Context: an optimization exercise on an open-source flow, tuned for a short achievable clock period and few clock cycles per item. The choices shown serve that exercise and are no tape-out recipe. Only simulation tests tie the RTL to the original design; equivalence was not proved. The flow treats the clock pin as an ideal source, which a real chip does not have. Power and IR drop assume default switching activity.

==> flow/design.v <==
module gray_vertical_census_bank (
  input  logic          clk,
  input  logic          reset,
  input  logic [127:0]  in_pixels,
  input  logic [7:0]    in_info,
  input  logic          in_valid,
  output logic          in_ready,
  input  logic          cfg_mode,
  input  logic [7:0]    cfg_threshold,
  output logic [31:0]   out_bits,
  output logic [7:0]    out_info,
  output logic          out_border,
  output logic          out_last,
  output logic          out_valid,
  input  logic          out_ready
);
  localparam int LANES = 16;
  localparam int N     = 17;
  localparam int DEPTH = 8;             
  localparam int CAP   = DEPTH - 1;     
  function automatic logic [15:0] ks_add(input logic [15:0] a, input logic [15:0] b,
                                         input logic cin);
    logic [15:0] p, g, pp, gg, pn, gn;
    p = a ^ b;
    g = a & b;
    g[0] = g[0] | (p[0] & cin);
    pp = p;
    gg = g;
    for (int d = 1; d < 16; d = d * 2) begin
      for (int i = 0; i < 16; i++) begin
        if (i >= d) begin
          gn[i] = gg[i] | (pp[i] & gg[i-d]);
          pn[i] = pp[i] & pp[i-d];
        end else begin
          gn[i] = gg[i];
          pn[i] = pp[i];
        end
      end
      pp = pn;
      gg = gn;
    end
    ks_add = p ^ {gg[14:0], cin};
  endfunction
  logic       in_ready_r;
  logic [3:0] cnt;                      
  logic [3:0] cnt_inc, cnt_dec;
  logic       acc, xfer;
  assign in_ready = in_ready_r;
  assign acc      = in_valid && in_ready_r;
  assign xfer     = out_valid && out_ready;
  assign cnt_inc  = cnt + 4'd1;
  assign cnt_dec  = cnt - 4'd1;
  always_ff @(posedge clk) begin
    if (reset) begin
      cnt        <= '0;
      in_ready_r <= 1'b1;
    end else begin
      case ({acc, xfer})
        2'b10: begin cnt <= cnt_inc; in_ready_r <= cnt < 4'(CAP - 1); end
        2'b01: begin cnt <= cnt_dec; in_ready_r <= cnt < 4'(CAP + 1); end
        default:                     in_ready_r <= cnt < 4'(CAP);
      endcase
    end
  end
  logic         v0;
  logic [127:0] p0;
  logic [7:0]   info0;
  logic         mode0;
  logic [7:0]   thr0;
  logic         reset_r;
  always_ff @(posedge clk) begin
    v0      <= acc && !reset;
    reset_r <= reset;
    p0      <= in_pixels;
    info0   <= in_info;
    mode0   <= cfg_mode;
    thr0    <= cfg_threshold;
  end
  logic [7:0]  win [LANES][N];          
  logic [12:0] ss  [LANES];             
  logic [12:0] sc  [LANES];
  logic [8:0]  k;
  logic [8:0]  k_inc;
  logic        full;                    
  logic        mode_l;
  logic [7:0]  thr_l;
  logic        vW, bW, lW;
  logic [7:0]  infoW;
  assign k_inc = 9'(ks_add({7'b0, k}, 16'b0, 1'b1));
  logic [12:0] c17w [LANES];            
  always_ff @(posedge clk) begin
    if (v0) begin
      for (int i = 0; i < LANES; i++) begin
        for (int j = N - 1; j > 0; j--) win[i][j] <= win[i][j-1];
        win[i][0] <= p0[8*i +: 8];
        c17w[i]   <= 13'(ks_add({4'b0, win[i][7], 4'b0}, {8'b0, win[i][7]}, 1'b0));
      end
    end
  end
  always_ff @(posedge clk) begin
    if (reset_r) begin
      for (int i = 0; i < LANES; i++) begin
        ss[i] <= '0;
        sc[i] <= '0;
      end
    end else if (v0) begin
      for (int i = 0; i < LANES; i++) begin
        logic [12:0] a, b, s1, c1, s2, c2;
        a  = {5'b0, p0[8*i +: 8]};
        b  = {5'b11111, ~(win[i][N-1] & {8{full}})};
        s1 = ss[i] ^ sc[i] ^ a;
        c1 = {(ss[i][11:0] & sc[i][11:0]) | (ss[i][11:0] & a[11:0]) | (sc[i][11:0] & a[11:0]), 1'b0};
        s2 = s1 ^ c1 ^ b;
        c2 = {(s1[11:0] & c1[11:0]) | (s1[11:0] & b[11:0]) | (c1[11:0] & b[11:0]), 1'b1};
        ss[i] <= s2;
        sc[i] <= c2;
      end
    end
  end
  always_ff @(posedge clk) begin
    if (reset_r) begin
      k      <= '0;
      full   <= 1'b0;
      mode_l <= 1'b0;
      thr_l  <= '0;
    end else if (v0) begin
      if (k == 9'd0) begin
        mode_l <= mode0;
        thr_l  <= thr0;
      end
      if (k == 9'd16) full <= 1'b1;
      k <= (k == 9'd479) ? 9'd0 : k_inc;
    end
  end
  always_ff @(posedge clk) begin
    if (reset) vW <= 1'b0;
    else       vW <= v0;
    if (v0) begin
      bW    <= (k < 9'd16);
      lW    <= (k == 9'd479);
      infoW <= info0;
    end
  end
  logic [12:0] t17;
  logic        mY;
  always_ff @(posedge clk) begin
    t17 <= mode_l ? 13'(ks_add({4'b0, thr_l, 4'b0}, {8'b0, thr_l}, 1'b0)) : '0;
    mY  <= mode_l;
  end
  logic [12:0] sumX [LANES];
  logic [14:0] eX   [LANES];            
  logic [13:0] fX   [LANES];            
  logic        vX, bX, lX;
  logic [7:0]  infoX;
  always_ff @(posedge clk) begin
    for (int i = 0; i < LANES; i++) begin
      sumX[i] <= 13'(ks_add({3'b0, ss[i]}, {3'b0, sc[i]}, 1'b0));
      eX[i]   <= 15'(ks_add({3'b0, c17w[i]}, {3'b111, ~t17}, 1'b1));
      fX[i]   <= 14'(ks_add({3'b0, c17w[i]}, {3'b0, t17}, 1'b0));
    end
    if (reset) vX <= 1'b0;
    else       vX <= vW;
    bX    <= bW;
    lX    <= lW;
    infoX <= infoW;
  end
  function automatic logic greater(input logic [15:0] x, input logic [15:0] y);
    logic [15:0] r;
    r = ks_add(x, ~y, 1'b0);
    greater = !r[15];
  endfunction
  logic [31:0] bitsY;
  always_comb begin
    for (int i = 0; i < LANES; i++) begin
      bitsY[2*i]   = !bX && greater({eX[i][14], eX[i]}, {3'b0, sumX[i]});
      bitsY[2*i+1] = !bX && mY && greater({3'b0, sumX[i]}, {2'b0, fX[i]});
    end
  end
  logic [41:0] resZ;
  logic        vZ;
  always_ff @(posedge clk) begin
    resZ <= {bitsY, infoX, bX, lX};
    if (reset) vZ <= 1'b0;
    else       vZ <= vX;
  end
  logic [41:0] fifo [DEPTH];
  logic [DEPTH-1:0] wp, rp, rp1;        
  logic [41:0] head0, head1;
  assign rp1 = {rp[DEPTH-2:0], rp[DEPTH-1]};
  always_comb begin
    head0 = '0;
    head1 = '0;
    for (int e = 0; e < DEPTH; e++) begin
      head0 = head0 | (fifo[e] & {42{rp[e]}});
      head1 = head1 | (fifo[e] & {42{rp1[e]}});
    end
  end
  always_ff @(posedge clk) begin
    for (int e = 0; e < DEPTH; e++)
      if (vZ && wp[e]) fifo[e] <= resZ;
  end
  always_ff @(posedge clk) begin
    if (reset) begin
      wp        <= DEPTH'(1);
      rp        <= DEPTH'(1);
      out_valid <= 1'b0;
    end else begin
      if (vZ) wp <= {wp[DEPTH-2:0], wp[DEPTH-1]};
      if (xfer) begin
        rp        <= rp1;
        out_valid <= (wp & rp1) == '0;
      end else begin
        out_valid <= (wp & rp) == '0;
      end
    end
  end
  always_ff @(posedge clk) begin
    {out_bits, out_info, out_border, out_last} <= xfer ? head1 : head0;
  end
endmodule
Settings: LEC_CHECK=0, ABC_CLOCK_PERIOD_IN_PS=2000, CAP_MARGIN=20, CORE_MARGIN=2, CORE_UTILIZATION=55, PLACE_DENSITY=0.65, SETUP_SLACK_MARGIN=3.2, SLEW_MARGIN=20; clock period 5.2 ns.
standard.sh (not shown) runs the stock make flow with config.mk's settings and CLKGATE_MAP_FILE= SYNTH_SCRIPT=/design/flow/synth_recipe.tcl, a recipe that flattens the netlist after the stock synthesis.
==> flow/flow/run.sh <==
#!/bin/bash
# Standard ORFS layout, with the top of the clock tree reshaped after CTS
# (flow/clk_inv.tcl): the root buffer is removed, so the clock port drives the
# four first-level clock buffers directly, and the first two buffer levels become
# inverters (inv_16) and the leaf buffers buf_12. Every register keeps the same
# number and kind of clock cells.
set -euo pipefail
work=$(pwd)
res=$work/orfs/results/$FLOW_PLATFORM/gray_vertical_census_bank/base
export PLATFORM_DIR=$FLOW_HOME/platforms/$FLOW_PLATFORM

bash standard.sh cts > log_1_standard_to_cts.log 2>&1

IN_ODB=$res/4_cts.odb IN_SDC=$res/4_cts.sdc OUT_ODB=$res/4_cts_reshaped.odb REPAIR_MARGIN=${REPAIR_MARGIN:-3.2} CLK_LEAF=sky130_fd_sc_hd__buf_12 \
  openroad -threads ${NUM_CORES:-4} -exit flow/clk_inv.tcl > log_2_clk_inv.log 2>&1
cp $res/4_cts_reshaped.odb $res/4_cts.odb
touch $res/4_cts.sdc

bash standard.sh finish > log_3_standard_finish.log 2>&1
Other scripts of this flow, unchanged in this note and not shown: flow/flow/clk_inv.tcl
Testbench counts at the start, summed over its fixed seeds: cycles 11,568, items 11,520.
Next try:
Settings changed: ABC_CLOCK_PERIOD_IN_PS 2000 to 1800, CORE_UTILIZATION 55 to 65, PLACE_DENSITY 0.65 to 0.75, SETUP_SLACK_MARGIN 3.2 to 3.3.
Final cell count decreases by 3.0%.
Die area came out lower by 15%.
Power hardly moves.
Wire length goes up by 10%.
Synthesized area is unchanged.
Clock skew shrinks by 0.021 ns.
Setup slack gets worse by 0.015 ns.
Synthesized cell count is unchanged.

separate check: timing with driven ports:
How much do the figures lean on ideal ports? The routed layouts below were timed once more, with nothing changed but the port constraints. Step 1, drivers: a clkbuf_16 drives clk and a buf_2 each remaining input, both assumed. Step 2 moves the port delays by t, midway between the first and last clock arrival at a register: inputs arrive t later, outputs are due t later. That takes back most of the time a late clock gives input paths. Slacks: ideal ports / drivers / drivers and shift; pairs: ideal ports / drivers.
run | t, ns | slack for setup (ns) | hold WS [ns]
the first run | 0.791 | 2.600 / 2.600 / 2.600 | 0.339 / 0.339 / 0.339
the second run | 0.789 | 2.585 / 2.585 / 2.585 | 0.320 / 0.320 / 0.320
After both steps setup and hold are still met in every run listed.
